Source: an optimization exercise on an open RTL-to-GDS flow (aim: small area). Production flows keep margins and buffers that such runs may drop.
RTL that was checked went through simulation tests only; none was proved equivalent to the original.
Function not checked in runs 4 to 6: the RTL went through the layout flow alone.
No activity file was given, so power comes from the tool's default toggle rates.

==> flow/run.sh <==
#!/bin/bash
# synth_recipe.tcl (not shown) runs the flow's synth.tcl, then flattens the netlist and writes it again
# the make line also repeats each setting of config.mk as NAME=value (left out here)
make -C /OpenROAD-flow-scripts/flow DESIGN_CONFIG=/design/flow/config.mk WORK_HOME=/design/flow/orfs CLKGATE_MAP_FILE= SYNTH_SCRIPT=/design/flow/synth_recipe.tcl finish
==> flow/config.mk <==
export PLATFORM = sky130hd
export DESIGN_NAME = dual_axis_pid_with_error_weighting_top
export DESIGN_NICKNAME = dual_axis_pid_with_error_weighting_top
export VERILOG_FILES = /design/flow/design.v
export SDC_FILE = /design/flow/constraint.sdc
export NUM_CORES = 4
export LEC_CHECK = 0
export CAP_MARGIN = 20
export CORE_MARGIN = 2
export CORE_UTILIZATION = 40
export PLACE_DENSITY = 0.6
export SLEW_MARGIN = 20
==> flow/constraint.sdc <==
create_clock -name core_clock -period 11.0 [get_ports {clock}]
set_input_delay 2.2000 -clock core_clock [delete_from_list [all_inputs] [get_ports {clock}]]
set_output_delay 2.2000 -clock core_clock [all_outputs]
set_load 0.01 [all_outputs]
==> flow/design.v <==
`default_nettype none
package dapid_pkg;
   localparam int CONTROL_HZ_DEF = 50;
   localparam int ANGLE_BITS_DEF = 16;
endpackage
`default_nettype wire
`default_nettype none
module dual_axis_pid_with_error_weighting_top #(
   parameter int CONTROL_HZ = 50,
   parameter int ANGLE_BITS = 16
) (
   input  logic        clock,
   input  logic        reset,
   input  logic        req_tvalid,
   output logic        req_tready,
   input  logic [31:0] req_tdata,
   input  logic [1:0]  req_tuser,
   output logic        rsp_tvalid,
   input  logic        rsp_tready,
   output logic [63:0] rsp_tdata,
   input  logic        csr_psel,
   input  logic        csr_penable,
   input  logic        csr_pwrite,
   input  logic [4:0]  csr_paddr,
   input  logic [31:0] csr_pwdata,
   output logic [31:0] csr_prdata,
   output logic        csr_pready
);
   localparam logic [63:0] CFG0_DEF = {16'd522, 16'd410, 16'd41, 16'd4096};
   localparam logic [63:0] CFG1_DEF = {16'd41, 16'd3277, 16'd907, 16'd410};
   localparam logic [30:0] PI_Q29   = 31'd1686629713;
   localparam logic [21:0] K_STEP   = 22'd2108287;
   localparam logic [3:0] S_E  = 4'd0;   
   localparam logic [3:0] S_K  = 4'd1;   
   localparam logic [3:0] S_PE = 4'd2;   
   localparam logic [3:0] S_KP = 4'd3;   
   localparam logic [3:0] S_LI = 4'd4;   
   localparam logic [3:0] S_KI = 4'd5;   
   localparam logic [3:0] S_E2 = 4'd6;   
   localparam logic [3:0] S_PD = 4'd7;   
   localparam logic [3:0] S_KD = 4'd8;   
   logic [5:0]  phi_q;
   logic [63:0] cfg0_q, cfg1_q, smp_q, st_q;
   logic [1:0]  i16_q, i17_q;           
   logic [29:0] resr_q, resy_q;         
   logic        rsp_valid_q;
   logic [2:0]  seen_q;
   logic        busy_q, run_q, axis_q, zero_q;
   logic [3:0]  step_q;
   logic [5:0]  cyc_q;
   logic [19:0] x_q, acc_q;
   logic        above_q, far_q, clamp_q, stk_q;
   logic [2:0]  d3_q;
   logic [4:0]  dl_q;
   logic        ec_q, exd_q, o2d_q, t3c_q, c1_q, c2_q, c3_q, c4_q, ic_q;
   logic        m1c_q, m2c_q, td_q, sc_q;
   logic [5:0] phi_n, prel, prel_n;
   assign phi_n  = phi_q + 6'd1;
   assign prel   = {phi_q[5] ^ axis_q, phi_q[4:0]};
   assign prel_n = prel + 6'd1;
   logic [5:0] st_start, st_last;
   always_comb begin
      case (step_q)
         S_E:     begin st_start = 6'd0;  st_last = 6'd19; end
         S_K:     begin st_start = 6'd20; st_last = 6'd41; end
         S_PE:    begin st_start = 6'd62; st_last = 6'd50; end
         S_KP:    begin st_start = 6'd0;  st_last = 6'd41; end
         S_LI:    begin st_start = 6'd44; st_last = 6'd19; end
         S_KI:    begin st_start = 6'd16; st_last = 6'd41; end
         S_E2:    begin st_start = 6'd0;  st_last = 6'd19; end
         S_PD:    begin st_start = 6'd20; st_last = 6'd50; end
         default: begin st_start = 6'd32; st_last = 6'd41; end
      endcase
   end
   logic [5:0] nx_start;
   always_comb begin
      case (step_q)
         S_E:     nx_start = 6'd20;
         S_K:     nx_start = 6'd62;
         S_PE:    nx_start = 6'd0;
         S_KP:    nx_start = 6'd44;
         S_LI:    nx_start = 6'd16;
         S_KI:    nx_start = 6'd0;
         S_E2:    nx_start = 6'd20;
         S_PD:    nx_start = 6'd32;
         default: nx_start = 6'd0;
      endcase
   end
   logic last, done;
   logic st_e, st_k, st_pe, st_kp, st_li, st_ki, st_e2, st_pd, st_kd;
   assign last  = run_q && (cyc_q == st_last);
   assign st_e  = run_q && (step_q == S_E);
   assign st_k  = run_q && (step_q == S_K);
   assign st_pe = run_q && (step_q == S_PE);
   assign st_kp = run_q && (step_q == S_KP);
   assign st_li = run_q && (step_q == S_LI);
   assign st_ki = run_q && (step_q == S_KI);
   assign st_e2 = run_q && (step_q == S_E2);
   assign st_pd = run_q && (step_q == S_PD);
   assign st_kd = run_q && (step_q == S_KD);
   assign done  = last && (step_q == S_KD) && axis_q;
   logic c0, clt16, c15, c16, c17, c18;
   assign c0    = (cyc_q == 6'd0);
   assign clt16 = (cyc_q[5:4] == 2'd0);
   assign c15   = (cyc_q == 6'd15);
   assign c16   = (cyc_q == 6'd16);
   assign c17   = (cyc_q == 6'd17);
   assign c18   = (cyc_q == 6'd18);
   logic [1:0] cmd;
   logic       req_acc, tick_go, wr_a, wr_b;
   assign cmd = req_tuser;
   always_comb begin
      case (cmd)
         2'd0:    req_tready = !busy_q && (phi_q == 6'd63);
         2'd1:    req_tready = !busy_q && (phi_q == 6'd31);
         2'd2:    req_tready = !busy_q && (phi_q == 6'd15);
         default: req_tready = !busy_q && !rsp_valid_q;
      endcase
   end
   assign req_acc = req_tvalid && req_tready;
   assign wr_a    = req_acc && (cmd != 2'd3);
   assign wr_b    = req_acc && (cmd == 2'd2);
   assign tick_go = req_acc && (cmd == 2'd3) && (seen_q == 3'b111);
   logic [2:0] idx;
   logic       ring1, rd_al, wr_al, wc0, wc1, is_tol;
   logic [1:0] blk;
   assign idx = csr_paddr[4:2];
   always_comb begin
      case (idx)
         3'd0:    begin ring1 = 1'b0; blk = 2'd0; end
         3'd1:    begin ring1 = 1'b0; blk = 2'd1; end
         3'd2:    begin ring1 = 1'b0; blk = 2'd2; end
         3'd3:    begin ring1 = 1'b1; blk = 2'd2; end
         3'd4:    begin ring1 = 1'b1; blk = 2'd3; end
         3'd5:    begin ring1 = 1'b1; blk = 2'd0; end
         3'd6:    begin ring1 = 1'b0; blk = 2'd3; end
         default: begin ring1 = 1'b1; blk = 2'd1; end
      endcase
   end
   assign is_tol = (idx[2:1] == 2'b11);
   assign rd_al  = (phi_q[3:0] == 4'd0)  && (phi_q[5:4] == blk);
   assign wr_al  = (phi_q[3:0] == 4'd15) && (phi_q[5:4] == blk - 2'd1);
   assign csr_pready = csr_pwrite ? wr_al : rd_al;
   assign wc0 = csr_psel && csr_penable && csr_pwrite && wr_al && !ring1;
   assign wc1 = csr_psel && csr_penable && csr_pwrite && wr_al && ring1;
   logic [15:0] rd_lo, wdat;
   assign rd_lo      = ring1 ? cfg1_q[15:0] : cfg0_q[15:0];
   assign csr_prdata = {{16{rd_lo[15]}}, rd_lo};
   assign wdat       = {csr_pwdata[15] && !is_tol, csr_pwdata[14:0]};
   logic tgt_b, meas_b, e_b, e_c;
   assign tgt_b  = smp_q[16];
   assign meas_b = smp_q[0];
   assign e_c    = c0 ? 1'b1 : ec_q;
   assign e_b    = tgt_b ^ !meas_b ^ e_c;
   logic ex, tl, e2, tld, t3, t3cin, a1s, a2s, a3s, a4s;
   logic c1in, c2in, c3in, c4in;
   assign ex    = clt16 ? e_b : x_q[19];
   assign tl    = clt16 && (axis_q ? cfg1_q[48] : cfg0_q[48]);
   assign e2    = !c0 && exd_q;
   assign tld   = !c0 && o2d_q;
   assign t3cin = !c0 && t3c_q;
   assign t3    = tl ^ tld ^ t3cin;
   assign c1in  = c0 ? 1'b1 : c1_q;
   assign c2in  = !c0 && c2_q;
   assign c3in  = c0 ? 1'b1 : c3_q;
   assign c4in  = !c0 && c4_q;
   assign a1s   = tl ^ !ex ^ c1in;
   assign a2s   = tl ^ ex ^ c2in;
   assign a3s   = t3 ^ !e2 ^ c3in;
   assign a4s   = t3 ^ e2 ^ c4in;
   logic ep_b, ep_op, e_op, d_b, dcin;
   assign ep_b  = st_q[28] && !zero_q;
   assign e_op  = clt16 ? e_b : exd_q;
   assign ep_op = clt16 ? ep_b : o2d_q;
   assign dcin  = c0 ? 1'b1 : c1_q;
   assign d_b   = e_op ^ !ep_op ^ dcin;
   logic        gtap, s_in, sgn, rnd, mul_on, o_b;
   logic [19:0] pp;
   logic [20:0] msum;
   logic        kbit, pibit;
   assign gtap   = axis_q ? cfg1_q[0] : cfg0_q[0];
   assign kbit   = (cyc_q < 6'd22) && K_STEP[cyc_q[4:0]];
   assign pibit  = (cyc_q < 6'd31) && PI_Q29[cyc_q[4:0]];
   assign mul_on = st_k || st_pe || st_pd || st_kp || st_ki || st_kd;
   always_comb begin
      if (st_k)                     s_in = kbit;
      else if (st_pe || st_pd)      s_in = pibit;
      else if (st_kp || st_ki || st_kd) s_in = clt16 && gtap;
      else                          s_in = 1'b0;
   end
   assign sgn  = (st_kp || st_ki || st_kd) && c15;
   assign rnd  = ((st_pe || st_pd) && (cyc_q == 6'd27)) ||
                 (st_k && (cyc_q == 6'd24) && x_q[19] && stk_q);
   assign pp   = {20{s_in}} & (x_q ^ {20{sgn}});
   assign msum = {acc_q[19], acc_q} + {pp[19], pp} + {20'd0, (s_in && sgn) || rnd};
   assign o_b  = msum[0];
   logic ib, isum, icin, ihi;
   assign ihi  = (cyc_q == 6'd40) ? i16_q[axis_q] : i17_q[axis_q];
   assign ib   = !zero_q && ((cyc_q < 6'd40) ? st_q[0] : ihi);
   assign icin = (cyc_q != 6'd24) && ic_q;
   assign isum = ib ^ o_b ^ icin;
   logic lv;
   assign lv = !clamp_q && st_q[0];
   logic x1s, q50;
   assign x1s = dl_q[0] ^ dl_q[3] ^ m1c_q;
   assign q50 = x1s ^ dl_q[4] ^ m2c_q;
   logic acc_win, term, tw, tdin, s_old, sadd, scin;
   assign acc_win = (st_kp || st_ki || st_kd) && (cyc_q >= 6'd12);
   assign term    = st_kd ? q50 : o_b;
   assign tdin    = (cyc_q != 6'd12) && td_q;
   assign tw      = !above_q ? 1'b0 : (far_q ? tdin : term);
   assign s_old   = !st_kp && (axis_q ? resy_q[0] : resr_q[0]);
   assign scin    = (cyc_q != 6'd12) && sc_q;
   assign sadd    = tw ^ s_old ^ scin;
   logic x_sh, x_in;
   always_comb begin
      x_sh = 1'b0;
      x_in = x_q[19];
      if (st_e) begin
         x_sh = 1'b1;
         x_in = clt16 ? e_b : x_q[19];
      end else if (st_e2) begin
         x_sh = 1'b1;
         x_in = clt16 ? d_b : (c16 ? d_b : x_q[19]);
      end else if (st_li) begin
         x_sh = 1'b1;
         if (clt16)    x_in = lv;
         else if (c16) x_in = clamp_q || i16_q[axis_q];
         else if (c17) x_in = i17_q[axis_q];
         else          x_in = x_q[19];
      end else if ((st_pe || st_pd) && (cyc_q >= 6'd31)) begin
         x_sh = 1'b1;
         x_in = d3_q[2];
      end
   end
   always_ff @(posedge clock) begin
      phi_q <= reset ? 6'd0 : phi_n;
      for (int j = 0; j < 64; j++) begin
         if (reset) begin
            cfg0_q[j] <= CFG0_DEF[j];
            cfg1_q[j] <= CFG1_DEF[j];
         end else if (j < 16 && wc0) begin
            cfg0_q[j] <= wdat[j%16];
         end else begin
            cfg0_q[j] <= cfg0_q[(j+1)%64];
         end
         if (!reset) begin
            if (j < 16 && wc1) cfg1_q[j] <= wdat[j%16];
            else               cfg1_q[j] <= cfg1_q[(j+1)%64];
         end
      end
      for (int j = 0; j < 64; j++) begin
         if (j < 16 && wr_a)                 smp_q[j] <= req_tdata[j%16];
         else if (j >= 32 && j < 48 && wr_b) smp_q[j] <= req_tdata[16 + (j%16)];
         else                                smp_q[j] <= smp_q[(j+1)%64];
      end
      for (int j = 0; j < 63; j++) st_q[j] <= st_q[j+1];
      if (st_e2 && clt16)                            st_q[27] <= e_b;
      if (st_k && cyc_q >= 6'd24 && cyc_q < 6'd40)   st_q[63] <= isum;
      else if (st_li && clt16)                       st_q[63] <= lv;
      else                                           st_q[63] <= st_q[0];
      if (st_k && cyc_q == 6'd40) i16_q[axis_q] <= isum;
      if (st_k && cyc_q == 6'd41) i17_q[axis_q] <= isum;
      if (st_li && c16)           i16_q[axis_q] <= clamp_q || i16_q[axis_q];
      if (reset) begin
         busy_q      <= 1'b0;
         run_q       <= 1'b0;
         axis_q      <= 1'b0;
         step_q      <= S_E;
         cyc_q       <= 6'd0;
         seen_q      <= 3'b000;
         rsp_valid_q <= 1'b0;
         zero_q      <= 1'b1;
      end else begin
         if (req_acc) begin
            case (cmd)
               2'd0: seen_q[0] <= 1'b1;
               2'd1: seen_q[1] <= 1'b1;
               2'd2: seen_q[2] <= 1'b1;
               default: ;
            endcase
         end
         if (done)             rsp_valid_q <= 1'b1;
         else if (rsp_tready)  rsp_valid_q <= 1'b0;
         if (done) zero_q <= 1'b0;
         if (tick_go) begin
            busy_q <= 1'b1;
            axis_q <= 1'b0;
            step_q <= S_E;
            cyc_q  <= 6'd0;
            run_q  <= (phi_n == 6'd0);
         end else if (busy_q) begin
            if (!run_q) begin
               cyc_q <= 6'd0;
               run_q <= (prel_n == st_start);
            end else if (last) begin
               cyc_q <= 6'd0;
               if (step_q == S_KD) begin
                  step_q <= S_E;
                  if (axis_q) begin
                     busy_q <= 1'b0;
                     run_q  <= 1'b0;
                  end else begin
                     axis_q <= 1'b1;
                     run_q  <= 1'b0;
                  end
               end else begin
                  step_q <= step_q + 4'd1;
                  run_q  <= (prel_n == nx_start);
               end
            end else begin
               cyc_q <= cyc_q + 6'd1;
            end
         end
      end
      if (x_sh) x_q <= {x_in, x_q[19:1]};
      acc_q <= (mul_on && !last) ? msum[20:1] : 20'd0;
      d3_q  <= {d3_q[1:0], o_b};
      ec_q  <= (tgt_b & !meas_b) | (tgt_b & e_c) | (!meas_b & e_c);
      if (st_e) begin
         exd_q <= ex;
         o2d_q <= tl;
         t3c_q <= (tl & tld) | (tl & t3cin) | (tld & t3cin);
         c1_q  <= (tl & !ex) | (tl & c1in) | (!ex & c1in);
         c2_q  <= (tl & ex) | (tl & c2in) | (ex & c2in);
         c3_q  <= (t3 & !e2) | (t3 & c3in) | (!e2 & c3in);
         c4_q  <= (t3 & e2) | (t3 & c4in) | (e2 & c4in);
         if (c18) begin
            above_q <= x_q[19] ? a2s : a1s;
            far_q   <= x_q[19] ? a4s : a3s;
         end
      end else if (st_e2) begin
         exd_q <= e_op;
         o2d_q <= ep_op;
         c1_q  <= (e_op & !ep_op) | (e_op & dcin) | (!ep_op & dcin);
      end
      if (st_k) begin
         if (cyc_q < 6'd24)      stk_q <= (!c0 && stk_q) || o_b;
         else if (cyc_q < 6'd40) stk_q <= (cyc_q != 6'd24 && stk_q) || isum;
         ic_q <= (ib & o_b) | (ib & icin) | (o_b & icin);
         if (cyc_q == 6'd41)
            clamp_q <= (!isum && i16_q[axis_q] && stk_q) || (isum && !i16_q[axis_q]);
      end
      if (st_kd) begin
         dl_q  <= {dl_q[3:0], o_b};
         m1c_q <= (dl_q[0] & dl_q[3]) | (dl_q[0] & m1c_q) | (dl_q[3] & m1c_q);
         m2c_q <= (x1s & dl_q[4]) | (x1s & m2c_q) | (dl_q[4] & m2c_q);
      end else begin
         dl_q  <= 5'd0;
         m1c_q <= 1'b0;
         m2c_q <= 1'b0;
      end
      if (acc_win) begin
         td_q <= term;
         sc_q <= (tw & s_old) | (tw & scin) | (s_old & scin);
         if (axis_q) resy_q <= {sadd, resy_q[29:1]};
         else        resr_q <= {sadd, resr_q[29:1]};
      end
   end
   assign rsp_tvalid = rsp_valid_q;
   assign rsp_tdata  = {resy_q[29], resy_q[29], resy_q, resr_q[29], resr_q[29], resr_q};
endmodule
`default_nettype wire
==> impl_results.md, run 1 <==
* Status: complete, no violations
* Non-Filler Instances at 1995
* Vias in the first global route at 9177
* Antenna Violating Nets Remaining at 0
* Finished Core Util at 49.10%
* HPWL Detailed at 18.90 mm
* Synth-to-Final Area Change at 21.83%
* Ports at 177
* CTS Buf Count at 44
* Max transition margin at 32.80%
* Via count at 9310
* Cell area after layout at 18890 µm²
* Wire length per cell at 14.43 µm
* Crit-path most repeated cell: clkdlybuf4s50_1
* Setup Fix Bufs, Post-CTS at 0
* Number of flops mapped to enable cells by yosys at 96
* Crit Path Class: input port to output port
* Worst slew pin tran at 1.003 ns
* DIE AREA at 40350 µm²
* Endpoints failing hold at 0
* Final setup violation count at 0
* CTS sink cnt at 422
* Clk buf depth at 3
* GPL Wtd Cong at 0.8064
* Clock Skews at 0.01685 ns
* Max Cap Viol at 0
* CP max-delay cell: clkdlybuf4s50_1
* Top delay family on crit path: buffers and inverters
* Slowest stage delay, CP at 0.57 ns
* Power Density at 173.5 nW/µm²
* Chip width at 200.9 µm
* Core Box Area at 38470 µm²
* Worst setup SP type: input port
* Syn nets at 1441
* CP arrival at 4.31 ns
* CTS tree: yes
* Routed wire length at 28.79 mm
* Hold WC Path Type: flop to flop
* Mapped Cells at 1304
* Antenna Cells at 0
* Max VDD drop at 0.1223 mV
* Worst-path clk slew at 0.06 ns
* GR Util All Layers at 14.27%
* Initial antenna violation count at 0
* CP Data Required Time at 8.80 ns
* DRT Pass-1 Iters at 4
* Port Buffers at 158
* Synth Cell Area at 15500 µm²
* Synth warn at 1
* Setup TNS after final layout at 0 ns
* CTS root buf: clkbuf_16
* Area of placed instances at 17410 µm²
* Endpoint type of the worst setup path: output port
* Vias per cell at 4.667
* Share of synthesized registers carrying an async set or reset at 0%
* Max Freq at 0.1535 GHz
* Max-slew violations at 0
* Min Tclk post-route at 6.514 ns
* Most frequent cells in the layout: dfxtp_1 (326), clkdlybuf4s50_1 (157), nor2_1 (115)
* H-tree Lvls at 2
* Share of cells above drive strength 1 at 12.86%
* Cts hold-fix bufs at 0
* Largest net degree at the start of global routing at 85
* Global-route wire length before repair at 47.15 mm
* Initial Util at 40.30%
* Drt drc at 0
* Synth Register Bits at 422
* Syn Area/Cell at 11.89 µm²
* Placed cells at 1913
* DR iter-0 viols at 379
* Layout Nets at 1578
* R2R setup slack at 5.88 ns
* Yosys cell types at 72
* Row count at 72
* CP Cell Sequence: clkdlybuf4s50_1, mux2i_2, buf_4, mux2_2, clkdlybuf4s50_1
* RSZ-0062 raised after global routing: no
* Sequential fraction of the synthesis area at 60.69%
* Gr ovfl total at 0
* Post-cts resize count at 0
* Die Ht at 200.9 µm
* Worst Path Max Fanout at 18
* Crit path buf inv count at 3
* Synth Flop Type: dfxtp_1
* Period utilization at 59.22%
* Commonest non-fill, non-tap cell in the layout: dfxtp_1
* Final hold slack at 0.3209 ns
* Static Leak at 7.564 nW
* Skew-Pair Late Insertion Delay at 0.57 ns
-- report_power, final --
group          leakage [nW]  total, mW  internal, mW  switching (mW)
registers              3.54       1.67          1.65          0.0189
clock network         0.746       1.47         0.864           0.611
logic                  3.28      0.135        0.0807          0.0548
-- flip-flops by register name, summed over array words and instances (netlist names), 2 cells and up, named ones only --
name and cells:
step_q 4, phi_q 6, resy_q 30, cyc_q 6, st_q 64, dl_q 5, seen_q 3, i16_q 2
d3_q 3, cfg1_q 64, smp_q 64, x_q 20, resr_q 30, cfg0_q 64, acc_q 20
-- final cells by class --
class                      instances  area, µm²
sequential                       422       9409
clock inverter                    24      210.2
inverter                          50      187.7
multi-input combinational        758       5537
tap                              518      648.1
fill                            3481      19580
timing repair buffer             165       1632
clock buffer                      58       1264
-- worst paths after layout --
kind / startpoint / to / cells past startpoint
worst max register to register: cyc_q[1] / acc_q[17] / 17
worst min register to register: smp_q[20] / smp_q[19] / 0
worst max-delay path: csr_paddr[3] / csr_prdata[28] / 5
worst min-delay path: smp_q[20] / smp_q[19] / 0
-- layer usage --
metal / wire [µm] / global-route usage [%]
met1: 13940 / 19.44
met3: 1229 / 3.149
met5: 0 / 0
met2: 12850 / 22.06
met4: 769 / 5.741
-- cell usage after synthesis, drive strengths merged, types with 10 or more instances --
| master | count | area share, % |
|---|---|---|
| dfxtp | 326 | 42 |
| nor2 | 115 | 2.8 |
| edfxtp | 96 | 19 |
| nor2b | 86 | 3.5 |
| nand2 | 56 | 1.4 |
| mux2 | 53 | 3.8 |
| inv | 50 | 1.2 |
| mux2i | 48 | 3.1 |
| ha | 46 | 3.7 |
| buf | 41 | 1.7 |
| a21oi | 36 | 1.2 |
| clkbuf | 33 | 0.80 |
| or2 | 33 | 1.3 |
| xor2 | 32 | 1.8 |
| o21ai | 25 | 0.81 |
| xnor2 | 22 | 1.2 |
| nand3 | 19 | 0.61 |
| nand2b | 18 | 0.73 |
| a21o | 15 | 0.73 |
| and3 | 14 | 0.56 |
| fa | 13 | 1.7 |
| a211oi | 11 | 0.53 |
| nor3 | 10 | 0.32 |
-- logic make-up (layout without fill, tap and decap cells) --
logic type	Yosys count	in the layout	share of synthesized area, %
flip-flops	422	422	60.69
AND/OR/NAND/NOR	393	393	13.18
AO/OA/AOI/OAI	148	148	6.707
buffers and inverters	124	297	3.672
multiplexers	102	102	7.094
adder cells (fa/ha/maj)	60	60	5.456
XOR/XNOR	55	55	3.196
-- per-stage QoR --
stage,total power [mW],setup slack (ns)
CTS,3.333,4.464
detailed placement,1.837,4.471
floorplan,1.779,5.303
global route,3.404,4.378
finish,3.276,4.486
global placement,1.835,4.506
==> run 2: changes to the inputs <==
--- a/flow/config.mk
+++ b/flow/config.mk
@@ -8,5 +8,6 @@
 export CAP_MARGIN = 20
 export CORE_MARGIN = 2
 export CORE_UTILIZATION = 40
+export CTS_BUF_LIST = sky130_fd_sc_hd__clkbuf_4
 export PLACE_DENSITY = 0.6
 export SLEW_MARGIN = 20
==> impl_results.md, run 2 <==
* Fill cells at 3563 (+2.4%)
* Routed wire length at 29.20 mm (+1.4%)
* HPWL Detailed at 18.90 mm (unchanged)
* Skew-Pair Late Insertion Delay at 0.77 ns (+0.20 ns)
* Die Ht at 200.9 µm (unchanged)
* DIE AREA at 40350 µm² (unchanged)
* CTS tree: yes
* Synth Cell Area at 15500 µm² (unchanged)
* Crit Path Class: input port to output port
* Psw at 0.6944 mW (+1.4%)
* Power Density at 165.0 nW/µm² (-4.9%)
* GPL Wtd Cong at 0.8064 (unchanged)
* Total power at 3.101 mW (-5.3%)
* Min Tclk post-route at 6.519 ns (+0.005140 ns)
* Synth Register Bits at 422 (unchanged)
* Chip width at 200.9 µm (unchanged)
* Setup Fix Bufs, Post-CTS at 0 (unchanged)
* Port Buffers at 158 (unchanged)
* RSZ-0062 raised after global routing: no
* Worst-path clk slew at 0.07 ns (about the same)
* Synth warn at 1 (unchanged)
* Cts hold-fix bufs at 0 (unchanged)
* Gr ovfl total at 0 (unchanged)
* Commonest non-fill, non-tap cell in the layout: dfxtp_1
* Synth-to-Final Area Change at 21.24%
* Mapped Cells at 1304 (unchanged)
* Vias in the first global route at 9644 (+5.1%)
* Worst setup SP type: input port
* Final hold slack at 0.3203 ns (-0.0005650 ns)
* Top-count cell post-synth: dfxtp_1
* R2R setup slack at 5.87 ns (about the same)
* Net Sw Frac at 22.39% (+1.5 points)
* R2r startpoint: cyc_q[1]
* Initial Util at 40.30% (unchanged)
* Syn nets at 1441 (unchanged)
* Worst slew pin tran at 1.012 ns (+0.008421 ns)
* Static Leak at 7.630 nW (+0.87%)
* Vias per cell at 4.621 (-0.99%)
* Critical path origin: csr_paddr[3]
* Endpoint type of the worst setup path: output port
* Yosys cell types at 72 (unchanged)
* Clock Skews at 0.05675 ns (+0.03990 ns)
* Post-cts resize count at 0 (unchanged)
* Syn Area/Cell at 11.89 µm² (unchanged)
* CTS Buf Count at 104 (+140%)
* Synth top area share at 42.10% (unchanged)
* Ranking of synthesized cells by area: dfxtp_1 (42%), edfxtp_1 (19%), mux2_2 (3.8%)
* Clk buf depth at 3 (unchanged)
* Sequential power share at 53.7% (+2.8 points)
* CP arrival at 4.32 ns (about the same)
* Ports at 177 (unchanged)
* Via count at 9745 (+4.7%)
* Row count at 72 (unchanged)
* Synth cell count leaders: dfxtp_1 (326), nor2_1 (115), edfxtp_1 (96)
* Antenna Violating Nets Remaining at 0 (unchanged)
* CTS sink cnt at 422 (unchanged)
* Max Freq at 0.1534 GHz (about the same)
* GR Util All Layers at 14.61% (+0.34 points)
* Wire length per cell at 13.84 µm (-4.1%)
* Cell Int Power at 2.407 mW (-7.1%)
* H-tree Lvls at 3 (+1)
* Global-route wire length before repair at 48.12 mm (+2.0%)
* Logic pwr share at 4.4% (+0.3 points)
* Reg2reg end: acc_q[17]
* Cell taking the most area after synthesis: dfxtp_1
* DR iter-0 viols at 294 (-22%)
* Drt drc at 0 (unchanged)
* Sequential fraction of the synthesis area at 60.69% (unchanged)
* Share of cells above drive strength 1 at 17.23% (+4.4 points)
* Share of synthesized registers carrying an async set or reset at 0% (unchanged)
* R2r worst-path depth at 17 (unchanged)
* Hold WC Path Type: flop to flop
* Final setup violation count at 0 (unchanged)
* Worst Path Max Fanout at 18 (unchanged)
* Largest net degree at the start of global routing at 85 (unchanged)
* DRT Pass-1 Iters at 4 (unchanged)
* Most frequent cells in the layout: dfxtp_1 (326), clkdlybuf4s50_1 (157), clkbuf_4 (149)
* Core Box Area at 38470 µm² (unchanged)
* CTS root buf: clkbuf_4
* Period utilization at 59.26% (about the same)
* Max VDD drop at 0.1111 mV (-9.1%)
* Max Cap Viol at 0 (unchanged)
* Number of flops mapped to enable cells by yosys at 96 (unchanged)
* Clock share of power at 41.9% (-3.1 points)
* Setup TNS after final layout at 0 ns (unchanged)
* Endpoints failing hold at 0 (unchanged)
* Synth Flop Type: dfxtp_1
* Initial antenna violation count at 1 (+1)
* Max transition margin at 32.24% (-0.56 points)
* Max-slew violations at 0 (unchanged)
* Finished Core Util at 48.86% (-0.24 points)
* Crit path capture: csr_prdata[28]
* CP Data Required Time at 8.80 ns (about the same)
* Status: complete, no violations
* Layout Nets at 1638 (+3.8%)
[run 2: cell count changes in the layout (fill, tap and decap cells not counted), moves of 3 or more]
cell,before,now
clkbuf_16,44,0
clkbuf_8,11,0
clkbuf_1,3,0
clkinv_2,16,7
clkinv_1,0,32
clkbuf_4,0,149
[run 2: cell families (layout without fill, tap and decap cells)]
kind of cell,count (synthesis),count (layout),share of synthesized area (%)
AOI/OAI and AO/OA,148,148,6.707
adders and majority gates,60,60,5.456
DFF,422,422,60.69
buffers and inverters,124,410,3.672
muxes,102,102,7.094
and+or+nand+nor,393,393,13.18
xor gates and xnor gates,55,55,3.196
other,0,1,0
[run 2: critical path, stage by stage]
cell and delay [ns]:
clkdlybuf4s50_1 0.57, mux2i_2 0.23, buf_4 0.30, mux2_2 0.49
clkdlybuf4s50_1 0.52
[run 2: worst min path at each step]
stage               startpoint         to  depth (start not counted)
global placement     smp_q[52]  smp_q[51]                          0
global route          st_q[15]   st_q[14]                          0
finish                st_q[46]   st_q[45]                          0
floorplan              d3_q[0]    d3_q[1]                          0
detailed placement    st_q[21]   st_q[20]                          0
CTS                  smp_q[61]  smp_q[60]                          0
[run 2: per-layer routing]
layer	track usage, %	vias to the layer above	wire, µm
met5	0	-	0
met2	22.22	217	13080
met4	7.169	0	774
met1	19.13	4578	13930
li1	-	4890	-
met3	4.123	60	1414
[run 2: power groups by stage]
stage / Combinational [mW] / Sequential (mW) / Clock (mW)
5_1_grt: 0.150 / 1.67 / 1.44
3_3_place_gp: 0.135 / 1.70 / 0
6_report: 0.136 / 1.66 / 1.30
3_5_place_dp: 0.137 / 1.70 / 0
4_1_cts: 0.138 / 1.67 / 1.36
2_1_floorplan: 0.0876 / 1.69 / 0
[run 2: stage by stage]
step,setup slack [ns],instance area (µm²),std cells
finish,4.481,18790,2109
global route,4.378,18790,2109
CTS,4.462,18790,2108
detailed placement,4.471,17410,1913
global placement,4.506,17410,1913
floorplan,5.303,15500,1304
[run 2: cell type report]
type / instances / area [µm²] / share of cell area (%)
well taps: 518 / 648.1 / 3.449
multi-input cells: 758 / 5537 / 29.46
flip-flops and latches: 422 / 9409 / 50.06
diodes: 1 / 2.502 / 0.01331
repair buffers: 165 / 1632 / 8.681
clock inverters: 46 / 260.3 / 1.385
clock buffers: 149 / 1119 / 5.952
inverters: 50 / 187.7 / 0.9986
==> run 3: changes to the inputs <==
--- a/flow/config.mk
+++ b/flow/config.mk
@@ -7,7 +7,7 @@
 export LEC_CHECK = 0
 export CAP_MARGIN = 20
 export CORE_MARGIN = 2
-export CORE_UTILIZATION = 40
-export CTS_BUF_LIST = sky130_fd_sc_hd__clkbuf_4
-export PLACE_DENSITY = 0.6
+export CORE_UTILIZATION = 60
+export CTS_BUF_LIST = sky130_fd_sc_hd__clkbuf_2 sky130_fd_sc_hd__clkbuf_4 sky130_fd_sc_hd__clkbuf_8
+export PLACE_DENSITY = 0.75
 export SLEW_MARGIN = 20
==> impl_results.md, run 3 <==
* Row count at 58 (-19%)
* Max Freq at 0.1545 GHz (+0.71%)
* Finished Core Util at 73.43% (+25 points)
* Mapped Cells at 1304 (unchanged)
* Largest net degree at the start of global routing at 78 (-8.2%)
* Fill cells at 1784 (-50%)
* Wire length per cell at 15.27 µm (+10%)
* HPWL Detailed at 18.46 mm (-2.3%)
* Synth Flop Type: dfxtp_1
* Endpoints failing hold at 0 (unchanged)
* Max-slew violations at 0 (unchanged)
* Skew-Pair Late Insertion Delay at 0.58 ns (-0.19 ns)
* Period utilization at 58.85% (-0.42 points)
* Min Tclk post-route at 6.473 ns (-0.04584 ns)
* Syn nets at 1441 (unchanged)
* Syn Area/Cell at 11.89 µm² (unchanged)
* Synth Register Bits at 422 (unchanged)
* Cts hold-fix bufs at 0 (unchanged)
* Sequential fraction of the synthesis area at 60.69% (unchanged)
* Max Cap Viol at 0 (unchanged)
* Vias per cell at 5.203 (+13%)
* Power Density at 168.6 nW/µm² (+2.2%)
* Initial Util at 61.39% (+21 points)
* Max VDD drop at 0.1495 mV (+35%)
* Ports at 177 (unchanged)
* Metal-1 WL at 13.10 mm (-6.0%)
* RSZ-0062 raised after global routing: no
* Setup Fix Bufs, Post-CTS at 0 (unchanged)
* Yosys cell types at 72 (unchanged)
* CTS Buf Count at 68 (-35%)
* Worst slew pin tran at 1.059 ns (+0.04748 ns)
* Top-count cell post-synth: dfxtp_1
* FF+latch area at 9409 µm² (unchanged)
* Core Box Area at 25250 µm² (-34%)
* Antenna Cells at 0 (-1)
* Die Ht at 164.7 µm (-18%)
* Post-cts resize count at 0 (unchanged)
* Non-Filler Instances at 1846 (-12%)
* Metal2 WL at 12.77 mm (-2.3%)
* Worst-path clk slew at 0.07 ns (about the same)
* Crit Path Class: input port to output port
* Clk buf depth at 3 (unchanged)
* Metal3 WL at 1.746 mm (+23%)
* Placed cells at 1726 (-9.8%)
* Multi-input gate area at 5534 µm² (about the same)
* Via count at 9604 (-1.4%)
* Worst setup SP type: input port
* CP Data Required Time at 8.80 ns (about the same)
* Share of synthesized registers carrying an async set or reset at 0% (unchanged)
* GPL Wtd Cong at 0.8965 (+11%)
* Setup TNS after final layout at 0 ns (unchanged)
* Max transition margin at 29.18% (-3.1 points)
* Initial antenna violation count at 0 (-1)
* Vias in the first global route at 9521 (-1.3%)
* CTS sink cnt at 422 (unchanged)
* Synth Cell Area at 15500 µm² (unchanged)
* Cell taking the most area after synthesis: dfxtp_1
* Synth top area share at 42.10% (unchanged)
* Synth-to-Final Area Change at 19.62%
* GR Util All Layers at 21.07% (+6.5 points)
* Static Leak at 7.555 nW (-0.98%)
* Ranking of synthesized cells by area: dfxtp_1 (42%), edfxtp_1 (19%), mux2_2 (3.8%)
* DRT Pass-1 Iters at 5 (+1)
* Status: complete, no violations
* Hold WC Path Type: flop to flop
* Antenna Violating Nets Remaining at 0 (unchanged)
* Clock Skews at 0.04367 ns (-0.01309 ns)
* Synth cell count leaders: dfxtp_1 (326), nor2_1 (115), edfxtp_1 (96)
* DR iter-0 viols at 555 (+89%)
* Routed wire length at 28.19 mm (-3.5%)
* Drt drc at 0 (unchanged)
* Gr ovfl total at 0 (unchanged)
* H-tree Lvls at 3 (unchanged)
* CP arrival at 4.27 ns (-0.05 ns)
* CTS tree: yes
* Layout Nets at 1603 (-2.1%)
* Most frequent cells in the layout: dfxtp_1 (326), clkdlybuf4s50_1 (157), nor2_1 (115)
* Number of flops mapped to enable cells by yosys at 96 (unchanged)
* Endpoint type of the worst setup path: output port
* Chip width at 164.7 µm (-18%)
* Share of cells above drive strength 1 at 15.24% (-2.0 points)
* Global-route wire length before repair at 45.82 mm (-4.8%)
* CTS root buf: clkbuf_8
* Port Buffers at 158 (unchanged)
* Worst Path Max Fanout at 4 (-14)
* Commonest non-fill, non-tap cell in the layout: dfxtp_1
* Synth warn at 1 (unchanged)
* DIE AREA at 27140 µm² (-33%)
* Final setup violation count at 0 (unchanged)
* Top layer in use: met4
## run 3: cell counts after synthesis
Identical to the previous run, type by type.
## run 3: logic make-up after synthesis
logic type | synth area share, %
simple gates | 13.18
mux | 7.094
flops | 60.69
compound gates | 6.707
xor+xnor | 3.196
buf+inv | 3.672
fa+ha+maj | 5.456
## run 3: worst paths after layout
| kind | startpoint | to | slack [ns] | cells past startpoint |
|---|---|---|---|---|
| worst max-delay path | csr_paddr[4] | csr_pready | 4.53 | 7 |
| worst min-delay path | st_q[21] | st_q[20] | 0.30 | 0 |
| worst max register to register | cyc_q[1] | acc_q[17] | 5.75 | 17 |
| worst min register to register | st_q[21] | st_q[20] | 0.30 | 0 |
## run 3: through the flow
stage          area, µm²  power, mW  setup WS [ns]  hold WS [ns]
2_1_floorplan      15500      1.779          5.303        0.3096
3_3_place_gp       17180      1.831          4.534        0.3104
3_5_place_dp       17180      1.835          4.520        0.3121
4_1_cts            18540      3.168          4.517        0.3114
5_1_grt            18540      3.256          4.445        0.3164
6_report           18540      3.127          4.527        0.3028
## run 3: routing by layer
layer / vias up / GRT usage (%)
met5: - / 0
met1: 4545 / 28.31
li1: 4756 / -
met4: 0 / 8.063
met3: 49 / 4.972
met2: 254 / 33.34
## run 3: report_power, final
part           internal, mW  switching (mW)  total, mW  leakage [nW]
logic                0.0811          0.0539      0.135          3.29
registers              1.65          0.0193       1.67          3.54
clock network         0.740           0.585       1.33         0.732
## run 3: area by class of cell
| cell class | count | share of cell area, % |
|---|---|---|
| clock inverters | 19 | 0.7557 |
| multi-input cells | 758 | 29.84 |
| well taps | 330 | 2.227 |
| flip-flops and latches | 422 | 50.74 |
| inverters | 50 | 1.012 |
| clock buffers | 101 | 6.585 |
| repair buffers | 166 | 8.839 |
## run 3: critical path, cell delays in order
cell and delay, ns:
clkdlybuf4s50_1 0.56, inv_1 0.09, maj3_1 0.36, xor2_1 0.23, nand2_1 0.08, o21ai_0 0.19, clkdlybuf4s50_1 0.57
==> run 4: changes to the inputs <==
--- a/flow/design.v
+++ b/flow/design.v
@@ -43,7 +43,7 @@
    logic [63:0] cfg0_q, cfg1_q, smp_q, st_q;
    logic [1:0]  i16_q, i17_q;           
    logic [29:0] resr_q, resy_q;         
-   logic        rsp_valid_q;
+   logic        rsp_valid_q, rst_pend_q;
    logic [2:0]  seen_q;
    logic        busy_q, run_q, axis_q, zero_q;
    logic [3:0]  step_q;
@@ -143,7 +143,17 @@
    assign csr_pready = csr_pwrite ? wr_al : rd_al;
    assign wc0 = csr_psel && csr_penable && csr_pwrite && wr_al && !ring1;
    assign wc1 = csr_psel && csr_penable && csr_pwrite && wr_al && ring1;
-   logic [15:0] rd_lo, wdat;
+   logic [15:0] rd_lo, wdat, def0_blk, def1_blk;
+   logic        restore;
+   assign restore = rst_pend_q && (phi_q[3:0] == 4'd15);
+   always_comb begin
+      case (phi_q[5:4])
+         2'd0:    begin def0_blk = CFG0_DEF[31:16]; def1_blk = CFG1_DEF[31:16]; end
+         2'd1:    begin def0_blk = CFG0_DEF[47:32]; def1_blk = CFG1_DEF[47:32]; end
+         2'd2:    begin def0_blk = CFG0_DEF[63:48]; def1_blk = CFG1_DEF[63:48]; end
+         default: begin def0_blk = CFG0_DEF[15:0];  def1_blk = CFG1_DEF[15:0];  end
+      endcase
+   end
    assign rd_lo      = ring1 ? cfg1_q[15:0] : cfg0_q[15:0];
    assign csr_prdata = {{16{rd_lo[15]}}, rd_lo};
    assign wdat       = {csr_pwdata[15] && !is_tol, csr_pwdata[14:0]};
@@ -236,19 +246,19 @@
    always_ff @(posedge clock) begin
       phi_q <= reset ? 6'd0 : phi_n;
       for (int j = 0; j < 64; j++) begin
-         if (reset) begin
-            cfg0_q[j] <= CFG0_DEF[j];
-            cfg1_q[j] <= CFG1_DEF[j];
-         end else if (j < 16 && wc0) begin
-            cfg0_q[j] <= wdat[j%16];
-         end else begin
-            cfg0_q[j] <= cfg0_q[(j+1)%64];
-         end
-         if (!reset) begin
-            if (j < 16 && wc1) cfg1_q[j] <= wdat[j%16];
-            else               cfg1_q[j] <= cfg1_q[(j+1)%64];
-         end
+         cfg0_q[j] <= cfg0_q[(j+1)%64];
+         cfg1_q[j] <= cfg1_q[(j+1)%64];
+      end
+      if (reset) begin
+         cfg0_q[15:0] <= CFG0_DEF[15:0];
+         cfg1_q[15:0] <= CFG1_DEF[15:0];
+      end else begin
+         if (wc0)          cfg0_q[15:0] <= wdat;
+         else if (restore) cfg0_q[15:0] <= def0_blk;
+         if (wc1)          cfg1_q[15:0] <= wdat;
+         else if (restore) cfg1_q[15:0] <= def1_blk;
       end
+      rst_pend_q <= reset || (rst_pend_q && (phi_q != 6'd63));
       for (int j = 0; j < 64; j++) begin
          if (j < 16 && wr_a)                 smp_q[j] <= req_tdata[j%16];
          else if (j >= 32 && j < 48 && wr_b) smp_q[j] <= req_tdata[16 + (j%16)];
==> flow/flow/run.sh (new file) <==
#!/bin/bash
# Standard ORFS layout; only the port buffers use the smallest buffer cell.
set -euo pipefail
export BUFFER_PORTS_ARGS="-buffer_cell sky130_fd_sc_hd__buf_1"
bash standard.sh > standard.log 2>&1
==> flow/standard.sh (new file) <==
#!/bin/bash
# synth_recipe.tcl (not shown) runs the flow's synth.tcl, then flattens the netlist and writes it again
# the make line also repeats each setting of config.mk as NAME=value (left out here)
make -C /OpenROAD-flow-scripts/flow DESIGN_CONFIG=/design/flow/config.mk WORK_HOME=/design/flow/orfs CLKGATE_MAP_FILE= SYNTH_SCRIPT=/design/flow/synth_recipe.tcl "${@:-finish}"
--- a/flow/config.mk
+++ b/flow/config.mk
@@ -7,7 +7,6 @@
 export LEC_CHECK = 0
 export CAP_MARGIN = 20
 export CORE_MARGIN = 2
-export CORE_UTILIZATION = 60
-export CTS_BUF_LIST = sky130_fd_sc_hd__clkbuf_2 sky130_fd_sc_hd__clkbuf_4 sky130_fd_sc_hd__clkbuf_8
-export PLACE_DENSITY = 0.75
+export CORE_UTILIZATION = 40
+export PLACE_DENSITY = 0.6
 export SLEW_MARGIN = 20
removed: flow/run.sh
==> impl_results.md, run 4 <==
* Period utilization at 53.68% (-5.2 points)
* CTS tree: yes
* Top-count cell post-synth: dfxtp_1
* Most frequent cells in the layout: dfxtp_1 (327), buf_1 (157), nor2_1 (101)
* Reg2reg end: acc_q[17]
* CP arrival at 3.71 ns (-0.56 ns)
* Max Cap Viol at 0 (unchanged)
* Status: complete, no violations
* Yosys cell types at 80 (+11%)
* Hold_sp: smp_q[18]
* Synth-to-Final Area Change at 16.22%
* Clk buf depth at 3 (unchanged)
* Syn Area/Cell at 11.90 µm² (about the same)
* Min Tclk post-route at 5.905 ns (-0.5683 ns)
* Cell area after layout at 17820 µm² (-3.9%)
* Synth Cell Area at 15340 µm² (-1.1%)
* Worst-path clk slew at 0.07 ns (about the same)
* Ports at 177 (unchanged)
* Max transition margin at 29.94% (+0.76 points)
* HPWL Detailed at 19.55 mm (+5.9%)
* Non-Filler Instances at 1976 (+7.0%)
* Sequential fraction of the synthesis area at 61.48% (+0.79 points)
* Row count at 71 (+22%)
* Routed wire length at 29.38 mm (+4.2%)
* DIE AREA at 39920 µm² (+47%)
* Worst Path Max Fanout at 4 (unchanged)
* Share of cells above drive strength 1 at 11.19% (-4.0 points)
* H-tree Lvls at 2 (-1)
* Hold WC Path Type: flop to flop
* Ranking of synthesized cells by area: dfxtp_1 (43%), edfxtp_1 (19%), ha_1 (4.2%)
* DR iter-0 viols at 581 (+4.7%)
* Synth warn at 1 (unchanged)
* Drt drc at 0 (unchanged)
* R2r startpoint: cyc_q[1]
* DRT Pass-1 Iters at 5 (unchanged)
* CTS Buf Count at 44 (-35%)
* R2R setup slack at 5.44 ns (-0.31 ns)
* Hold Path End: smp_q[17]
* FF+latch area at 9429 µm² (+0.21%)
* Max-slew violations at 0 (unchanged)
* Setup Fix Bufs, Post-CTS at 0 (unchanged)
* Syn nets at 1432 (-0.62%)
* R2r worst-path depth at 15 (-2)
* Skew-Pair Late Insertion Delay at 0.57 ns (about the same)
* Area of placed instances at 16290 µm² (-5.2%)
* Worst slew pin tran at 1.051 ns (-0.008370 ns)
* Fill cells at 3473 (+95%)
* Vias in the first global route at 9274 (-2.6%)
* Die Ht at 199.8 µm (+21%)
* Layout Nets at 1572 (-1.9%)
* Wire length per cell at 14.87 µm (-2.6%)
* Max Freq at 0.1693 GHz (+9.6%)
* GPL Wtd Cong at 0.8506 (-5.1%)
* Initial Util at 40.62% (-21 points)
* Vias per cell at 4.860 (-6.6%)
* Power Density at 184.3 nW/µm² (+9.3%)
* CTS root buf: clkbuf_16
* Mapped Cells at 1289 (-1.2%)
* Multi-input gate area at 5368 µm² (-3.0%)
* Gr ovfl total at 0 (unchanged)
* Initial antenna violation count at 0 (unchanged)
* Port Buffers at 158 (unchanged)
* Via count at 9603 (-0.010%)
* Cell taking the most area after synthesis: dfxtp_1
* Antenna Violating Nets Remaining at 0 (unchanged)
* Commonest non-fill, non-tap cell in the layout: dfxtp_1
* CP Data Required Time at 8.80 ns (about the same)
* Global-route wire length before repair at 47.29 mm (+3.2%)
* Antenna Cells at 0 (unchanged)
* Cts hold-fix bufs at 0 (unchanged)
* Chip width at 199.8 µm (+21%)
* Static Leak at 6.910 nW (-8.5%)
* Setup TNS after final layout at 0 ns (unchanged)
* GR Util All Layers at 14.86% (-6.2 points)
* Final setup violation count at 0 (unchanged)
* Synth Register Bits at 423 (+0.24%)
* RSZ-0062 raised after global routing: no
* Max VDD drop at 0.1002 mV (-33%)
* CTS sink cnt at 423 (+0.24%)
* Endpoints failing hold at 0 (unchanged)
* Share of synthesized registers carrying an async set or reset at 0% (unchanged)
* Crit Path Class: input port to output port
* Synth cell count leaders: dfxtp_1 (327), nor2_1 (101), edfxtp_1 (96)
* Hold path depth at 0 (unchanged)
* Core Box Area at 37760 µm² (+49%)
* Placed cells at 1894 (+9.7%)
* Synth top area share at 42.69% (+0.59 points)
* Clock Skews at 0.01287 ns (-0.03080 ns)
* Synth Flop Type: dfxtp_1
* Endpoint type of the worst setup path: output port
* Largest net degree at the start of global routing at 50 (-36%)
* Post-cts resize count at 0 (unchanged)
* Worst setup SP type: input port
* Number of flops mapped to enable cells by yosys at 96 (unchanged)
[run 4: stage by stage]
step                hold WS, ns  utilization (%)  total power, mW  setup slack, ns
floorplan                0.3096                -            1.750            5.340
global placement         0.3097            43.15            1.780            5.095
detailed placement       0.3121            43.15            1.781            5.075
CTS                      0.3222            47.20            3.332            5.075
global route             0.3285            47.21            3.413            4.942
finish                   0.3202            47.21            3.285            5.095
[run 4: power by group]
part           internal, mW  leakage [nW]  switching [mW]
clock                 0.920         0.747           0.619
combinational        0.0421          2.63          0.0380
sequential             1.65          3.53          0.0177
total                  2.61          6.91           0.675
[run 4: worst max path at each step]
stage / start / end / slack, ns / cells past startpoint
floorplan: csr_paddr[3] / csr_prdata[10] / 5.34 / 4
global placement: req_tuser[0] / req_tready / 5.10 / 7
detailed placement: req_tuser[0] / req_tready / 5.08 / 7
CTS: req_tuser[0] / req_tready / 5.08 / 7
global route: req_tuser[0] / req_tready / 4.94 / 7
finish: req_tuser[0] / req_tready / 5.09 / 7
[run 4: worst max-delay path: stages]
cell and delay (ns):
buf_1 0.16, inv_1 0.09, ha_1 0.31, xnor2_1 0.12, o41ai_1 0.47, and2_1 0.21
buf_1 0.15
[run 4: per-layer routing]
layer / track usage, % / wire [µm] / vias to the layer above
met5: 0 / 0 / -
met4: 5.761 / 719 / 0
met3: 2.957 / 1494 / 57
met2: 23.26 / 13320 / 223
met1: 20.34 / 13850 / 4559
li1: - / - / 4764
[run 4: final cells by class]
| cell class | instances | area share, % |
|---|---|---|
| clock buffer | 58 | 6.936 |
| clock inverter | 24 | 1.664 |
| inverter | 50 | 1.081 |
| multi-input combinational | 743 | 30.12 |
| sequential | 423 | 52.90 |
| tap | 511 | 3.587 |
| timing repair buffer | 167 | 3.714 |
[run 4: cells by family (layout without fill, tap and decap cells)]
kind of cell / after synthesis / after routing / synth area share [%]
multiplexers: 81 / 81 / 5.899
buffers and inverters: 123 / 299 / 3.630
AND/OR/NAND/NOR: 351 / 351 / 11.41
flip-flops: 423 / 423 / 61.48
adder cells (fa/ha/maj): 66 / 66 / 6.005
XOR/XNOR: 50 / 50 / 2.945
AO/OA/AOI/OAI: 195 / 195 / 8.624
==> run 5: changes to the inputs <==
--- a/flow/design.v
+++ b/flow/design.v
@@ -328,41 +328,34 @@
       d3_q  <= {d3_q[1:0], o_b};
       ec_q  <= (tgt_b & !meas_b) | (tgt_b & e_c) | (!meas_b & e_c);
       if (st_e) begin
-         exd_q <= ex;
          o2d_q <= tl;
-         t3c_q <= (tl & tld) | (tl & t3cin) | (tld & t3cin);
          c1_q  <= (tl & !ex) | (tl & c1in) | (!ex & c1in);
-         c2_q  <= (tl & ex) | (tl & c2in) | (ex & c2in);
-         c3_q  <= (t3 & !e2) | (t3 & c3in) | (!e2 & c3in);
-         c4_q  <= (t3 & e2) | (t3 & c4in) | (e2 & c4in);
          if (c18) begin
             above_q <= x_q[19] ? a2s : a1s;
             far_q   <= x_q[19] ? a4s : a3s;
          end
       end else if (st_e2) begin
-         exd_q <= e_op;
          o2d_q <= ep_op;
          c1_q  <= (e_op & !ep_op) | (e_op & dcin) | (!ep_op & dcin);
       end
+      t3c_q <= (tl & tld) | (tl & t3cin) | (tld & t3cin);
+      c2_q  <= (tl & ex) | (tl & c2in) | (ex & c2in);
+      c3_q  <= (t3 & !e2) | (t3 & c3in) | (!e2 & c3in);
+      c4_q  <= (t3 & e2) | (t3 & c4in) | (e2 & c4in);
+      exd_q <= ex;
+      ic_q  <= (ib & o_b) | (ib & icin) | (o_b & icin);
+      td_q  <= term;
+      sc_q  <= (tw & s_old) | (tw & scin) | (s_old & scin);
       if (st_k) begin
          if (cyc_q < 6'd24)      stk_q <= (!c0 && stk_q) || o_b;
          else if (cyc_q < 6'd40) stk_q <= (cyc_q != 6'd24 && stk_q) || isum;
-         ic_q <= (ib & o_b) | (ib & icin) | (o_b & icin);
          if (cyc_q == 6'd41)
             clamp_q <= (!isum && i16_q[axis_q] && stk_q) || (isum && !i16_q[axis_q]);
       end
-      if (st_kd) begin
-         dl_q  <= {dl_q[3:0], o_b};
-         m1c_q <= (dl_q[0] & dl_q[3]) | (dl_q[0] & m1c_q) | (dl_q[3] & m1c_q);
-         m2c_q <= (x1s & dl_q[4]) | (x1s & m2c_q) | (dl_q[4] & m2c_q);
-      end else begin
-         dl_q  <= 5'd0;
-         m1c_q <= 1'b0;
-         m2c_q <= 1'b0;
-      end
+      dl_q  <= {dl_q[3:0], o_b};
+      m1c_q <= (dl_q[0] & dl_q[3]) | (dl_q[0] & m1c_q) | (dl_q[3] & m1c_q);
+      m2c_q <= (x1s & dl_q[4]) | (x1s & m2c_q) | (dl_q[4] & m2c_q);
       if (acc_win) begin
-         td_q <= term;
-         sc_q <= (tw & s_old) | (tw & scin) | (s_old & scin);
          if (axis_q) resy_q <= {sadd, resy_q[29:1]};
          else        resr_q <= {sadd, resr_q[29:1]};
       end
==> flow/flow/run.sh (replaced) <==
#!/bin/bash
# Standard ORFS layout with the smallest port buffer cell and a leaner clock tree:
# larger sink clusters, one buffer type and no dummy loads.
set -euo pipefail
export BUFFER_PORTS_ARGS="-buffer_cell sky130_fd_sc_hd__buf_1"
export CTS_ARGS="-sink_clustering_enable -repair_clock_nets -dont_use_dummy_load -sink_clustering_size 30 -sink_clustering_max_diameter 60 -buf_list sky130_fd_sc_hd__clkbuf_16"
bash standard.sh > standard.log 2>&1
==> impl_results.md, run 5 <==
* CP Data Required Time at 8.80 ns (about the same)
* Max Freq at 0.1716 GHz (+1.3%)
* Synth-to-Final Area Change at 11.29%
* Skew-Pair Late Insertion Delay at 0.56 ns (about the same)
* Initial antenna violation count at 0 (unchanged)
* Non-Filler Instances at 1856 (-6.1%)
* Finished Core Util at 45.13% (-2.1 points)
* Antenna Cells at 0 (unchanged)
* Max VDD drop at 0.1122 mV (+12%)
* Cell area after layout at 16520 µm² (-7.3%)
* Gr ovfl total at 0 (unchanged)
* Port Buffers at 158 (unchanged)
* Post-cts resize count at 0 (unchanged)
* Share of synthesized registers carrying an async set or reset at 0% (unchanged)
* CTS root buf: clkbuf_16
* Die Ht at 196.7 µm (-1.6%)
* Area of placed instances at 15760 µm² (-3.3%)
* Worst setup SP type: input port
* Max-slew violations at 0 (unchanged)
* Ranking of synthesized cells by area: dfxtp_1 (45%), edfxtp_1 (18%), ha_1 (4.4%)
* Crit Path Class: input port to output port
* Global-route wire length before repair at 44.21 mm (-6.5%)
* Initial Util at 40.55% (-0.069 points)
* Endpoint type of the worst setup path: output port
* CTS Buf Count at 29 (-34%)
* Worst slew pin tran at 1.051 ns (-0.0001893 ns)
* Drt drc at 0 (unchanged)
* RSZ-0062 raised after global routing: no
* Final hold slack at 0.2742 ns (-0.04602 ns)
* Layout Nets at 1533 (-2.5%)
* CP arrival at 3.63 ns (-0.08 ns)
* Period utilization at 52.98% (-0.70 points)
* Crit-path most repeated cell: buf_1
* Static Leak at 6.300 nW (-8.8%)
* Cts hold-fix bufs at 0 (unchanged)
* Syn Area/Cell at 11.83 µm² (-0.58%)
* Share of cells above drive strength 1 at 7.925% (-3.3 points)
* Top-count cell post-synth: dfxtp_1
* DIE AREA at 38670 µm² (-3.1%)
* CP max-delay cell: mux2_2
* Clk buf depth at 3 (unchanged)
* R2r worst-path depth at 18 (+3)
* Chip width at 196.7 µm (-1.6%)
* Status: complete, no violations
* DRT Pass-1 Iters at 7 (+2)
* Synth cell count leaders: dfxtp_1 (332), nor2_1 (110), edfxtp_1 (88)
* Min Tclk post-route at 5.828 ns (-0.07706 ns)
* Most frequent cells in the layout: dfxtp_1 (332), buf_1 (157), nor2_1 (110)
* Worst-path clk slew at 0.10 ns (+0.03 ns)
* Dpl ws at 5.166 ns (+0.09056 ns)
* Largest net degree at the start of global routing at 48 (-4.0%)
* GPL Wtd Cong at 0.8272 (-2.8%)
* R2r startpoint: cyc_q[0]
* Endpoints failing hold at 0 (unchanged)
* Cell taking the most area after synthesis: dfxtp_1
* Synth Register Bits at 420 (-0.71%)
* Max transition margin at 29.47% (-0.46 points)
* Row count at 70 (-1.4%)
* Mapped Cells at 1255 (-2.6%)
* Synth warn at 1 (unchanged)
* CP Cell Sequence: buf_1, mux2i_2, buf_4, mux2_2, buf_1
* Routed wire length at 26.85 mm (-8.6%)
* H-tree Lvls at 1 (-1)
* Via count at 9150 (-4.7%)
* Slowest stage delay, CP at 0.49 ns (+0.02 ns)
* Setup TNS after final layout at 0 ns (unchanged)
* Vias per cell at 4.930 (+1.4%)
* Total power at 2.663 mW (-19%)
* Placed cells at 1824 (-3.7%)
* Ports at 177 (unchanged)
* DR iter-0 viols at 541 (-6.9%)
* Syn nets at 1398 (-2.4%)
* Synth Cell Area at 14850 µm² (-3.2%)
* Setup WS post-layout at 5.172 ns (+0.07706 ns)
* Number of flops mapped to enable cells by yosys at 88 (-8.3%)
* Final setup violation count at 0 (unchanged)
* Sequential fraction of the synthesis area at 62.57% (+1.1 points)
* Hold_sp: cfg0_q[42]
* Core Box Area at 36610 µm² (-3.0%)
* CTS tree: yes
* Wire length per cell at 14.46 µm (-2.7%)
* Synth top area share at 44.77% (+2.1 points)
* HPWL Detailed at 18.40 mm (-5.9%)
* CTS sink cnt at 420 (-0.71%)
* Commonest non-fill, non-tap cell in the layout: dfxtp_1
* Synth Flop Type: dfxtp_1
* GR Util All Layers at 13.82% (-1.0 points)
* Antenna Violating Nets Remaining at 0 (unchanged)
* Hold WC Path Type: flop to flop
* Clock Skews at 0.06486 ns (+0.05200 ns)
* Worst Path Max Fanout at 19 (+15)
* Hold path depth at 0 (unchanged)
* Vias in the first global route at 8786 (-5.3%)
* Power Density at 161.2 nW/µm² (-13%)
* Yosys cell types at 68 (-15%)
* Critical path origin: csr_paddr[3]
* Max Cap Viol at 0 (unchanged)
* Setup Fix Bufs, Post-CTS at 0 (unchanged)
==> run 5: cell type report <==
type | count | area [µm²]
clock buffer | 29 | 725.7
fill | 3452 | 20090
inverter | 56 | 210.2
multi-input combinational | 716 | 5035
sequential | 420 | 9289
tap | 468 | 585.6
timing repair buffer | 167 | 676.9
==> run 5: routing by layer <==
| layer | GRT usage (%) | vias to the layer above | wire, µm |
|---|---|---|---|
| li1 | - | 4532 | - |
| met2 | 22.04 | 199 | 11890 |
| met1 | 19.57 | 4387 | 13020 |
| met3 | 2.635 | 32 | 1486 |
| met4 | 3.147 | 0 | 448 |
| met5 | 0 | - | 0 |
==> run 5: path summary, 6_finish.rpt <==
check	to	slack, ns
setup / recovery	csr_prdata[30]	5.17
hold / removal	cfg0_q[41]	0.27
setup reg to reg	acc_q[17]	5.46
hold reg to reg	cfg0_q[41]	0.27
==> run 5: where the power goes <==
part	leakage, nW	switching, mW	total [mW]	internal [mW]
Sequential	3.52	0.0180	1.65	1.63
Combinational	2.43	0.0415	0.0843	0.0428
Clock	0.357	0.465	0.927	0.463
Total	6.30	0.524	2.66	2.14
==> run 5: logic make-up (layout without fill, tap and decap cells) <==
family / Yosys count / after routing / share of synthesized area (%)
DFF: 420 / 420 / 62.57
and+or+nand+nor: 325 / 325 / 10.64
AOI/OAI and AO/OA: 204 / 204 / 8.833
buffers and inverters: 119 / 252 / 3.607
muxes: 69 / 69 / 5.082
adders and majority gates: 66 / 66 / 6.203
xor gates and xnor gates: 52 / 52 / 3.068
==> run 5: worst max-delay path: cells and delay by family <==
family / cells / cell delay (ns)
muxes: 2 / 0.74
buffers and inverters: 3 / 0.68
==> run 6: changes to the inputs <==
==> flow/flow/run.sh (replaced) <==
#!/bin/bash
# Standard ORFS layout with the smallest port buffer cell and a leaner clock tree:
# larger sink clusters, one buffer type and no dummy loads.
set -euo pipefail
export BUFFER_PORTS_ARGS="-buffer_cell sky130_fd_sc_hd__buf_1"
export CTS_ARGS="-sink_clustering_enable -repair_clock_nets -dont_use_dummy_load -sink_clustering_size 16 -sink_clustering_max_diameter 50 -buf_list sky130_fd_sc_hd__clkbuf_8"
bash standard.sh > standard.log 2>&1
==> impl_results.md, run 6 <==
* Die Ht at 196.7 µm (unchanged)
* Psw at 0.5128 mW (-2.2%)
* Max transition margin at 28.66% (-0.81 points)
* Share of cells above drive strength 1 at 8.584% (+0.66 points)
* Syn nets at 1398 (unchanged)
* CTS root buf: clkbuf_8
* Net Sw Frac at 20.47% (+0.78 points)
* Final hold slack at 0.2802 ns (+0.005962 ns)
* Logic pwr share at 3.4% (+0.2 points)
* Antenna Cells at 0 (unchanged)
* CTS Buf Count at 39 (+34%)
* Yosys cell types at 68 (unchanged)
* Slowest stage delay, CP at 0.49 ns (about the same)
* Clock share of power at 30.7% (-4.1 points)
* FF+latch area at 9289 µm² (unchanged)
* Endpoint type of the worst setup path: output port
* Compound-Gate Fraction of Synth Area at 8.833% (unchanged)
* Dpl ws at 5.166 ns (unchanged)
* Max Cap Viol at 0 (unchanged)
* GPL Wtd Cong at 0.8272 (unchanged)
* Sequential fraction of the synthesis area at 62.57% (unchanged)
* Met1 Use GR at 19.46% (-0.11 points)
* Finished Core Util at 44.61% (-0.52 points)
* Via count at 9194 (+0.48%)
* CTS tree: yes
* Number of flops mapped to enable cells by yosys at 88 (unchanged)
* Synth Flop Type: dfxtp_1
* Worst setup SP type: input port
* DR iter-0 viols at 485 (-10%)
* DIE AREA at 38670 µm² (unchanged)
* Synth-to-Final Area Change at 10.02%
* Met3 usage at 3.268% (+0.63 points)
* Crit path buf inv count at 3 (unchanged)
* Hold WC Path Type: flop to flop
* Mapped Cells at 1255 (unchanged)
* Largest net degree at the start of global routing at 48 (unchanged)
* Max-slew violations at 0 (unchanged)
* Largest family of logic cells by synthesized area: simple AND/OR/NAND/NOR gates
* Post-Synth XOR/XNOR Area at 3.068% (unchanged)
* Chip width at 196.7 µm (unchanged)
* Cell taking the most area after synthesis: dfxtp_1
* Clk buf depth at 3 (unchanged)
* Worst slew pin tran at 1.063 ns (+0.01210 ns)
* Row count at 70 (unchanged)
* H-tree Lvls at 2 (+1)
* Setup Fix Bufs, Post-CTS at 0 (unchanged)
* Gr busiest metal: met2
* Port Buffers at 158 (unchanged)
* Global-route wire length before repair at 44.43 mm (+0.50%)
* Clock Skews at 0.09691 ns (+0.03205 ns)
* Period utilization at 52.99% (about the same)
* Worst Path Max Fanout at 19 (unchanged)
* Synth top area share at 44.77% (unchanged)
* Crit-path most repeated cell: buf_1
* Most frequent cells in the layout: dfxtp_1 (332), buf_1 (157), nor2_1 (110)
* DRT Pass-1 Iters at 5 (-2)
* Static Leak at 6.223 nW (-1.2%)
* Final setup violation count at 0 (unchanged)
* Skew-Pair Late Insertion Delay at 0.61 ns (+0.05 ns)
* Sequential power share at 65.9% (+3.9 points)
* Setup WS post-layout at 5.171 ns (-0.001180 ns)
* CTS sink cnt at 420 (unchanged)
* Vias per cell at 4.927 (about the same)
* Vias in the first global route at 8866 (+0.91%)
* Status: complete, no violations
* M2 GR Usage at 21.95% (-0.092 points)
* HPWL Detailed at 18.40 mm (unchanged)
* Synth cell count leaders: dfxtp_1 (332), nor2_1 (110), edfxtp_1 (88)
* Power Density at 153.4 nW/µm² (-4.8%)
* Antenna Violating Nets Remaining at 0 (unchanged)
* Initial antenna violation count at 0 (unchanged)
* Ports at 177 (unchanged)
* Layout Nets at 1543 (+0.65%)
* RSZ-0062 raised after global routing: no
* Synth Register Bits at 420 (unchanged)
* Ranking of synthesized cells by area: dfxtp_1 (45%), edfxtp_1 (18%), ha_1 (4.4%)
* Worst-path clk slew at 0.09 ns (about the same)
* Setup TNS after final layout at 0 ns (unchanged)
* Share of synthesized registers carrying an async set or reset at 0% (unchanged)
* Multiplexer share of the synthesized area at 5.082% (unchanged)
* Area share of fa/ha/maj cells after synthesis at 6.203% (unchanged)
* Syn Area/Cell at 11.83 µm² (unchanged)
* Wire length per cell at 14.49 µm (+0.19%)
* Core Box Area at 36610 µm² (unchanged)
* Max VDD drop at 0.09265 mV (-17%)
* Simple-gate share of the synthesized area at 10.64% (unchanged)
* Gr ovfl total at 0 (unchanged)
* Commonest non-fill, non-tap cell in the layout: dfxtp_1
* Min Tclk post-route at 5.829 ns (+0.001180 ns)
* Fill cells at 3487 (+1.0%)
* CP arrival at 3.63 ns (about the same)
* Max Freq at 0.1716 GHz (about the same)
* Synth Cell Area at 14850 µm² (unchanged)
* Routed wire length at 27.04 mm (+0.73%)
* Crit Path Class: input port to output port
* Drt drc at 0 (unchanged)
* Top-count cell post-synth: dfxtp_1
* Synth warn at 1 (unchanged)
* GR Util All Layers at 14.19% (+0.37 points)
* Top delay family on crit path: multiplexers
* Initial Util at 40.55% (unchanged)
* CP Cell Sequence: buf_1, mux2i_2, buf_4, mux2_2, buf_1
* Cts hold-fix bufs at 0 (unchanged)
* Post-cts resize count at 0 (unchanged)
* CP max-delay cell: mux2_2
* CP Data Required Time at 8.80 ns (about the same)
* Multi-input gate area at 5035 µm² (unchanged)
* Endpoints failing hold at 0 (unchanged)
* Cell Int Power at 1.992 mW (-6.8%)
## run 6: cell counts after synthesis
No cell type changed its count.
## run 6: worst reg2reg max path, cell delays in order, from the launching register on
cell	delay, ns
dfxtp_1	0.54
inv_1	0.24
ha_1	0.37
nand2b_1	0.15
o211ai_1	0.12
o211ai_1	0.12
a22o_1	0.23
a21oi_2	0.73
o32ai_1	0.26
fa_1	0.46
inv_1	0.08
fa_1	0.18
nor2b_1	0.06
o21ai_0	0.30
a211oi_1	0.20
nor4b_1	0.49
o31ai_1	0.23
a31oi_1	0.22
mux2_2	0.34
## run 6: kinds of logic (layout without fill, tap and decap cells)
kind of cell               count (synthesis)  count (layout)
AOI/OAI and AO/OA                        204             204
xor gates and xnor gates                  52              52
adders and majority gates                 66              66
buffers and inverters                    119             262
DFF                                      420             420
muxes                                     69              69
and+or+nand+nor                          325             325
## run 6: layout make-up
class / instances / area share, %
Sequential cell: 420 / 56.87
Multi-Input combinational cell: 716 / 30.83
Timing Repair Buffer: 167 / 4.144
Tap cell: 468 / 3.585
Clock buffer: 39 / 3.286
Inverter: 56 / 1.287
## run 6: path summary, 6_finish.rpt
| path | startpoint | endpoint | slack (ns) | cells after the start |
|---|---|---|---|---|
| worst max register to register | cyc_q[0] | acc_q[17] | 5.59 | 18 |
| worst max-delay path | csr_paddr[3] | csr_prdata[30] | 5.17 | 5 |
| worst min register to register | st_q[56] | st_q[55] | 0.28 | 0 |
| worst min-delay path | st_q[56] | st_q[55] | 0.28 | 0 |
## run 6: through the flow
step                      area (µm²)  power [mW]  cells
after floorplan                14850       1.741   1255
after detailed placement       15760       1.772   1824
after global routing           16330       2.620   1866
after CTS                      16300       2.554   1863
final                          16330       2.505   1866
after global placement         15760       1.770   1824
## run 6: power by group through the flow
stage | sequential (mW) | combinational, mW | clock (mW)
3_5_place_dp | 1.69 | 0.0856 | 0
4_1_cts | 1.65 | 0.0863 | 0.815
5_1_grt | 1.66 | 0.0943 | 0.868
6_report | 1.65 | 0.0843 | 0.770
2_1_floorplan | 1.68 | 0.0626 | 0
3_3_place_gp | 1.69 | 0.0840 | 0
## run 6: metal layers
metal  wire length [µm]  share of wire (%)
met1              12940                 48
met2              11970                 44
met3               1517                5.6
met4                613                2.3
met5                  0                  0

[port drivers added, routing unchanged]
The flow's constraints put no driver on any port. The routed layouts listed below were extracted and timed again, unchanged, in two steps. Step 1, drivers: a clkbuf_16 drives clock and a buf_2 each remaining input, both assumed. Step 2 also shifts input and output timing later by t, the mid clock arrival at the registers, as if the neighbouring blocks saw the same clock. a / b / c = ideal / step 1 / step 2; a / b = the first two.
| run | t, ns | setup WS [ns] |
|---|---|---|
| run 1 | 0.612 | 4.486 / 4.463 / 4.463 |
| run 2 | 0.794 | 4.481 / 4.458 / 4.458 |
| run 3 | 0.606 | 4.527 / 4.495 / 4.495 |
| run 4 | 0.620 | 5.095 / 5.074 / 5.074 |
| run 5 | 0.593 | 5.172 / 5.149 / 5.149 |
| run 6 | 0.608 | 5.171 / 5.148 / 5.148 |
After both steps setup and hold are still met in every run listed.
